What follows belongs to an exercise in optimizing a design on an open flow for small area, a short achievable clock period and few clock cycles; a production flow would make more cautious choices. The RTL was checked by simulation tests, not by an equivalence proof against the original design. No activity file was given, so power comes from the tool's default toggle rates.

Setup of the reference run:
==> flow/design.v <==
`timescale 1ns/1ns
`default_nettype none
package doom_pkg;
  localparam int ADDR_W      = 32;
  localparam int MEM_DATA_W  = 8;
  localparam int VGA_DATA_W  = 16;
  localparam int HOST_DATA_W = 32;
  localparam int HPS_ADDR_W  = 3;
  localparam int NUM_PARAMS  = 8;
  localparam int PAL_ENTRIES = 256;
  localparam int PAL_BYTES   = 768;
  localparam int PAL_IDX_W   = 8;
  localparam int PAL_BYTE_W  = 10;   
  localparam int COLOR_W     = 24;
  localparam int COUNT_W     = 16;   
  localparam logic [7:0] PHASE_STEP  = 8'd1;
  localparam logic [7:0] PHASE_START = 8'd249;
  localparam int FIFO_AW     = 3;    
  localparam int FIFO_DEPTH  = 8;    
  localparam int PARAM_SRC   = 1;
  localparam int PARAM_COUNT = 2;
  typedef enum logic [1:0] {
    WAITING,
    PALETTE,
    UPDATE,
    RESET
  } state_t;
  typedef enum logic [31:0] {
    CMD_SET_PALETTE   = 32'd1,
    CMD_FINISH_UPDATE = 32'd2,
    CMD_RESET         = 32'd3
  } cmd_t;
endpackage
`default_nettype wire
`timescale 1ns/1ns
`default_nettype none
module palette_ram (
  input  logic                             clk,
  input  logic                             wr0,
  input  logic                             wr1,
  input  logic [doom_pkg::VGA_DATA_W-1:0]  wdata,
  input  logic [doom_pkg::PAL_IDX_W-1:0]   raddr,
  output logic [doom_pkg::VGA_DATA_W-1:0]  rdata
);
  localparam int W = doom_pkg::VGA_DATA_W;
  localparam int N = doom_pkg::PAL_ENTRIES;
  logic [N*W-1:0] ring;
  logic [N*W-1:0] perm;
  always_ff @(posedge clk) begin
    ring <= {ring[(N-1)*W-1:0], ring[N*W-1:(N-1)*W]};
    if (wr0) ring[0 +: W]       <= wdata;
    if (wr1) ring[(N/2)*W +: W] <= wdata;
  end
  for (genvar j = 0; j < N; j++) begin : g_perm
    assign perm[j*W +: W] = ring[(((N - j) % N) * W) +: W];
  end
  logic [15:0] sel_lo, sel_hi;
  logic [16*W-1:0] grp;
  for (genvar k = 0; k < 16; k++) begin : g_sel
    assign sel_lo[k] = (raddr[3:0] == k[3:0]);
    assign sel_hi[k] = (raddr[7:4] == k[3:0]);
  end
  always_comb begin
    grp = '0;
    for (int g = 0; g < 16; g++)
      for (int k = 0; k < 16; k++)
        grp[g*W +: W] = grp[g*W +: W] | (perm[(16*g+k)*W +: W] & {W{sel_lo[k]}});
    rdata = '0;
    for (int g = 0; g < 16; g++) rdata = rdata | (grp[g*W +: W] & {W{sel_hi[g]}});
  end
endmodule
`default_nettype wire
`timescale 1ns/1ns
`default_nettype none
module palette_loader (
  input  logic                               clk,
  input  logic                               rst,
  input  logic                               start,
  input  logic                               rd_done,
  input  logic [doom_pkg::MEM_DATA_W-1:0]    rdata,
  input  logic [doom_pkg::PAL_IDX_W-1:0]     phase,    
  output logic                               wr0,
  output logic                               wr1,
  output logic [doom_pkg::VGA_DATA_W-1:0]    wdata,
  output logic                               done,
  output logic                               rd_ok     
);
  logic [1:0]                       ph;      
  logic [4:0]                       red;
  logic [5:0]                       green;
  logic                             pv;      
  logic [doom_pkg::PAL_IDX_W-1:0]   entry;   
  logic [doom_pkg::PAL_IDX_W-1:0]   phase1, tslot;
  logic                             wr, m0;
  logic [1:0]                       ph_n;
  assign tslot  = {entry[5:0], entry[7:6]};
  assign wr     = pv && (phase[6:0] == tslot[6:0]);
  assign wr0    = wr && (phase[7] == tslot[7]);
  assign wr1    = wr && (phase[7] != tslot[7]);
  assign done   = wr && (entry == '1);
  assign phase1 = phase + doom_pkg::PHASE_STEP;
  assign m0     = (phase1[6:0] == tslot[6:0]);
  assign ph_n   = rd_done ? ((ph == 2'd2) ? 2'd0 : ph + 2'd1) : ph;
  assign rd_ok  = (ph_n != 2'd2) || !pv || wr || m0;
  always_ff @(posedge clk) begin
    if (rst) begin
      pv <= 1'b0;
    end else if (start) begin
      pv <= 1'b0;
    end else begin
      pv <= (rd_done && ph == 2'd2) || (pv && !wr);
    end
  end
  always_ff @(posedge clk) begin
    if (start) begin
      ph    <= 2'd0;
      entry <= '0;
    end else begin
      ph <= ph_n;
      if (wr) entry <= entry + 1'b1;
    end
    if (rd_done && ph == 2'd0) red   <= rdata[7:3];
    if (rd_done && ph == 2'd1) green <= rdata[7:2];
    if (rd_done && ph == 2'd2) wdata <= {red, green, rdata[7:3]};
  end
endmodule
`default_nettype wire
`timescale 1ns/1ns
`default_nettype none
module frame_updater (
  input  logic                               clk,
  input  logic                               rst,
  input  logic                               start,
  input  logic                               push,
  input  logic [doom_pkg::MEM_DATA_W-1:0]    rdata,
  input  logic [doom_pkg::PAL_IDX_W-1:0]     phase,    
  input  logic [doom_pkg::COUNT_W-1:0]       count,
  output logic                               rd_ok,    
  output logic                               done,     
  output logic [doom_pkg::PAL_IDX_W-1:0]     pal_raddr,
  input  logic [doom_pkg::VGA_DATA_W-1:0]    pal_rdata,
  input  logic                               vga_waitrequest,
  output logic                               vga_write,
  output logic [doom_pkg::VGA_DATA_W-1:0]    vga_writedata,
  output logic [doom_pkg::COUNT_W-1:0]       w_idx
);
  localparam int D  = doom_pkg::FIFO_DEPTH;
  localparam int PW = doom_pkg::FIFO_AW;
  logic [doom_pkg::PAL_IDX_W-1:0] fifo [D];
  logic [PW-1:0]                  wp, rp;
  logic [PW:0]                    n, n_n;
  logic                           jv, out_free, wr_done, adv, pop;
  logic [doom_pkg::COUNT_W-1:0]   w_inc;
  assign out_free = !vga_write || !vga_waitrequest;
  assign wr_done  = vga_write && !vga_waitrequest;
  assign adv      = jv && out_free;
  assign pop      = (n != '0) && (!jv || adv);
  assign n_n      = n + (PW+1)'(push) - (PW+1)'(pop);
  assign rd_ok    = (n_n < (PW+1)'(D));
  assign w_inc    = w_idx + 1'b1;
  assign done     = wr_done && (w_inc == count);
  always_ff @(posedge clk) begin
    if (push) fifo[wp] <= rdata;
  end
  always_ff @(posedge clk) begin
    if (rst) begin
      wp        <= '0;
      rp        <= '0;
      n         <= '0;
      jv        <= 1'b0;
      vga_write <= 1'b0;
    end else begin
      if (push) wp <= wp + 1'b1;
      if (pop)  rp <= rp + 1'b1;
      n         <= n_n;
      jv        <= pop || (jv && !adv);
      vga_write <= adv || (vga_write && !wr_done);
    end
  end
  always_ff @(posedge clk) begin
    pal_raddr <= pop ? {fifo[rp][5:0], fifo[rp][7:6]} - phase : pal_raddr - doom_pkg::PHASE_STEP;
    if (adv) vga_writedata <= pal_rdata;
    if (start) w_idx <= '0;
    else if (wr_done) w_idx <= w_inc;
  end
endmodule
`default_nettype wire
`timescale 1ns/1ns
`default_nettype none
module doom_fpga (
  input  logic                                clk,
  input  logic                                main_rst,
  output logic [doom_pkg::ADDR_W-1:0]         mem_address,
  output logic                                mem_read,
  output logic                                mem_write,
  output logic [doom_pkg::MEM_DATA_W-1:0]     mem_writedata,
  input  logic [doom_pkg::MEM_DATA_W-1:0]     mem_readdata,
  input  logic                                mem_waitrequest,
  output logic [doom_pkg::ADDR_W-1:0]         vga_address,
  output logic                                vga_write,
  output logic [doom_pkg::VGA_DATA_W-1:0]     vga_writedata,
  input  logic                                vga_waitrequest,
  input  logic [doom_pkg::HPS_ADDR_W-1:0]     hps_address,
  input  logic                                hps_read,
  input  logic                                hps_write,
  input  logic [doom_pkg::HOST_DATA_W-1:0]    hps_writedata,
  output logic [doom_pkg::HOST_DATA_W-1:0]    hps_readdata,
  output logic                                hps_waitrequest
);
  logic [doom_pkg::HOST_DATA_W-1:0] params [doom_pkg::NUM_PARAMS];
  logic                             rst;       
  logic                             busy;      
  logic                             upd;       
  logic                             rd;        
  logic [doom_pkg::COUNT_W-1:0]     f_left;    
  logic [doom_pkg::ADDR_W-1:0]      addr;      
  logic [doom_pkg::PAL_IDX_W-1:0]   phase;     
  logic                             acc, go_pal, go_upd, rd_done;
  logic [doom_pkg::COUNT_W-1:0]     count, f_dec;
  logic                             more;
  logic                             pal_wr0, pal_wr1, pal_done, pal_ok;
  logic [doom_pkg::VGA_DATA_W-1:0]  pal_wdata;
  logic [doom_pkg::PAL_IDX_W-1:0]   pal_raddr;
  logic [doom_pkg::VGA_DATA_W-1:0]  pal_rdata;
  logic                             upd_done, upd_ok;
  logic [doom_pkg::COUNT_W-1:0]     w_idx;
  assign rst    = main_rst || (hps_write && hps_address == '0 && hps_writedata == doom_pkg::CMD_RESET);
  assign acc    = hps_write && !busy;
  assign go_pal = !rst && acc && hps_address == '0 && hps_writedata == doom_pkg::CMD_SET_PALETTE;
  assign go_upd = !rst && acc && hps_address == '0 && hps_writedata == doom_pkg::CMD_FINISH_UPDATE;
  assign hps_waitrequest = busy;
  assign hps_readdata    = params[hps_address];    
  always_ff @(posedge clk) begin
    if (acc) params[hps_address] <= hps_writedata;
  end
  assign count         = params[doom_pkg::PARAM_COUNT][doom_pkg::COUNT_W-1:0];
  assign rd_done       = rd && !mem_waitrequest;
  assign mem_read      = rd;
  assign mem_address   = addr;
  assign mem_write     = 1'b0;
  assign mem_writedata = '0;
  assign f_dec = f_left - 1'b1;
  assign more  = rd_done ? (f_dec != '0) : (f_left != '0);
  always_ff @(posedge clk) begin
    if (rst) begin
      busy <= 1'b0;
      rd   <= 1'b0;
    end else if (go_pal || go_upd) begin
      busy <= 1'b1;
      rd   <= go_pal || (count != '0);
    end else if (busy) begin
      if (upd ? (count == '0 || upd_done) : pal_done) begin
        busy <= 1'b0;
        rd   <= 1'b0;
      end else begin
        rd   <= more && (upd ? upd_ok : pal_ok);
      end
    end
  end
  always_ff @(posedge clk) begin
    if (go_pal || go_upd) begin
      upd    <= go_upd;
      f_left <= go_pal ? doom_pkg::COUNT_W'(doom_pkg::PAL_BYTES) : count;
      addr   <= params[doom_pkg::PARAM_SRC];
    end else if (rd_done) begin
      f_left <= f_dec;
      addr   <= addr + 1'b1;
    end
  end
  always_ff @(posedge clk) begin
    if (go_pal) phase <= doom_pkg::PHASE_START;
    else        phase <= phase + doom_pkg::PHASE_STEP;
  end
  palette_loader palette_loader_i (
    .clk      (clk),
    .rst      (rst),
    .start    (go_pal),
    .rd_done  (rd_done && !upd),
    .rdata    (mem_readdata),
    .phase    (phase),
    .wr0      (pal_wr0),
    .wr1      (pal_wr1),
    .wdata    (pal_wdata),
    .done     (pal_done),
    .rd_ok    (pal_ok)
  );
  frame_updater frame_updater_i (
    .clk             (clk),
    .rst             (rst),
    .start           (go_upd),
    .push            (rd_done && upd),
    .rdata           (mem_readdata),
    .phase           (phase),
    .count           (count),
    .rd_ok           (upd_ok),
    .done            (upd_done),
    .pal_raddr       (pal_raddr),
    .pal_rdata       (pal_rdata),
    .vga_waitrequest (vga_waitrequest),
    .vga_write       (vga_write),
    .vga_writedata   (vga_writedata),
    .w_idx           (w_idx)
  );
  assign vga_address = doom_pkg::ADDR_W'(w_idx);
  palette_ram palette_ram_i (
    .clk   (clk),
    .wr0   (pal_wr0),
    .wr1   (pal_wr1),
    .wdata (pal_wdata),
    .raddr (pal_raddr),
    .rdata (pal_rdata)
  );
endmodule
`default_nettype wire
clock: 8.0 ns
lec_check: 0
abc_clock_period_in_ps: 4500
cap_margin: 20
core_margin: 2
core_utilization: 55
cts_cluster_diameter: 120
cts_cluster_size: 25
setup_slack_margin: 3.8
slew_margin: 20
synth_memory_max_bits: 8192
run.sh (not shown) runs the stock make flow with config.mk's settings and CLKGATE_MAP_FILE= SYNTH_SCRIPT=/design/flow/synth_recipe.tcl, a recipe that flattens the netlist after the stock synthesis.
Testbench counts of the reference run, summed over its fixed seeds: cycles 1,344,832.
Setup changes, the reference run to the trial run
--- a/flow/design.v
+++ b/flow/design.v
@@ -54,19 +54,22 @@
   for (genvar j = 0; j < N; j++) begin : g_perm
     assign perm[j*W +: W] = ring[(((N - j) % N) * W) +: W];
   end
-  logic [15:0] sel_lo, sel_hi;
-  logic [16*W-1:0] grp;
-  for (genvar k = 0; k < 16; k++) begin : g_sel
-    assign sel_lo[k] = (raddr[3:0] == k[3:0]);
-    assign sel_hi[k] = (raddr[7:4] == k[3:0]);
+  logic [7:0] sel_lo;
+  logic [31:0] sel_hi;
+  logic [32*W-1:0] grp;
+  for (genvar k = 0; k < 8; k++) begin : g_sel_lo
+    assign sel_lo[k] = (raddr[2:0] == k[2:0]);
+  end
+  for (genvar k = 0; k < 32; k++) begin : g_sel_hi
+    assign sel_hi[k] = (raddr[7:3] == k[4:0]);
   end
   always_comb begin
     grp = '0;
-    for (int g = 0; g < 16; g++)
-      for (int k = 0; k < 16; k++)
-        grp[g*W +: W] = grp[g*W +: W] | (perm[(16*g+k)*W +: W] & {W{sel_lo[k]}});
+    for (int g = 0; g < 32; g++)
+      for (int k = 0; k < 8; k++)
+        grp[g*W +: W] = grp[g*W +: W] | (perm[(8*g+k)*W +: W] & {W{sel_lo[k]}});
     rdata = '0;
-    for (int g = 0; g < 16; g++) rdata = rdata | (grp[g*W +: W] & {W{sel_hi[g]}});
+    for (int g = 0; g < 32; g++) rdata = rdata | (grp[g*W +: W] & {W{sel_hi[g]}});
   end
 endmodule
 `default_nettype wire
- On overall routed net length, the trial run does better than the reference run.
- From the reference run to the trial run the numbers moved as follows: worst setup slack after layout picked up an extra 0.0083 ns, shortest clock period the worst path allows after layout lost 0.0083 ns, full die area lost 1.8%.
- Comparing the reference run and the trial run, the higher worst setup slack before clock tree synthesis was measured on the reference run.
- Lower net switching fraction of the power among the reference run and the trial run: the trial run
Testbench counts of the trial run, summed over its fixed seeds: cycles 1,344,832.

[static timing again, ports no longer ideal]
Ports are ideal in the flow. The routed layouts listed here were re-timed in OpenROAD.
Step 1: set_driving_cell puts a clkbuf_16 on clk and a buf_2 on each other input, an assumption about the parent block.
Step 2 also shifts input and output timing later by t, the mid clock arrival at the registers, as if the neighbouring blocks saw the same clock.
Three values: ideal, step 1, step 2; two values: the first two.
| run | shift t [ns] | setup WS [ns] | hold WS [ns] | slew at the worst register clock pin (ns) |
|---|---|---|---|---|
| the reference run | 0.984 | 3.571 / 3.441 / 3.062 | 0.326 / 0.326 / 0.326 | 0.11 / 0.11 |
| the trial run | 0.960 | 3.579 / 3.465 / 3.062 | 0.335 / 0.335 / 0.335 | 0.11 / 0.11 |
After both steps setup and hold are still met in every run listed. For the trial run, which loses most, drivers alone change the setup slack by -0.114 ns; drivers and shift together by -0.517 ns.
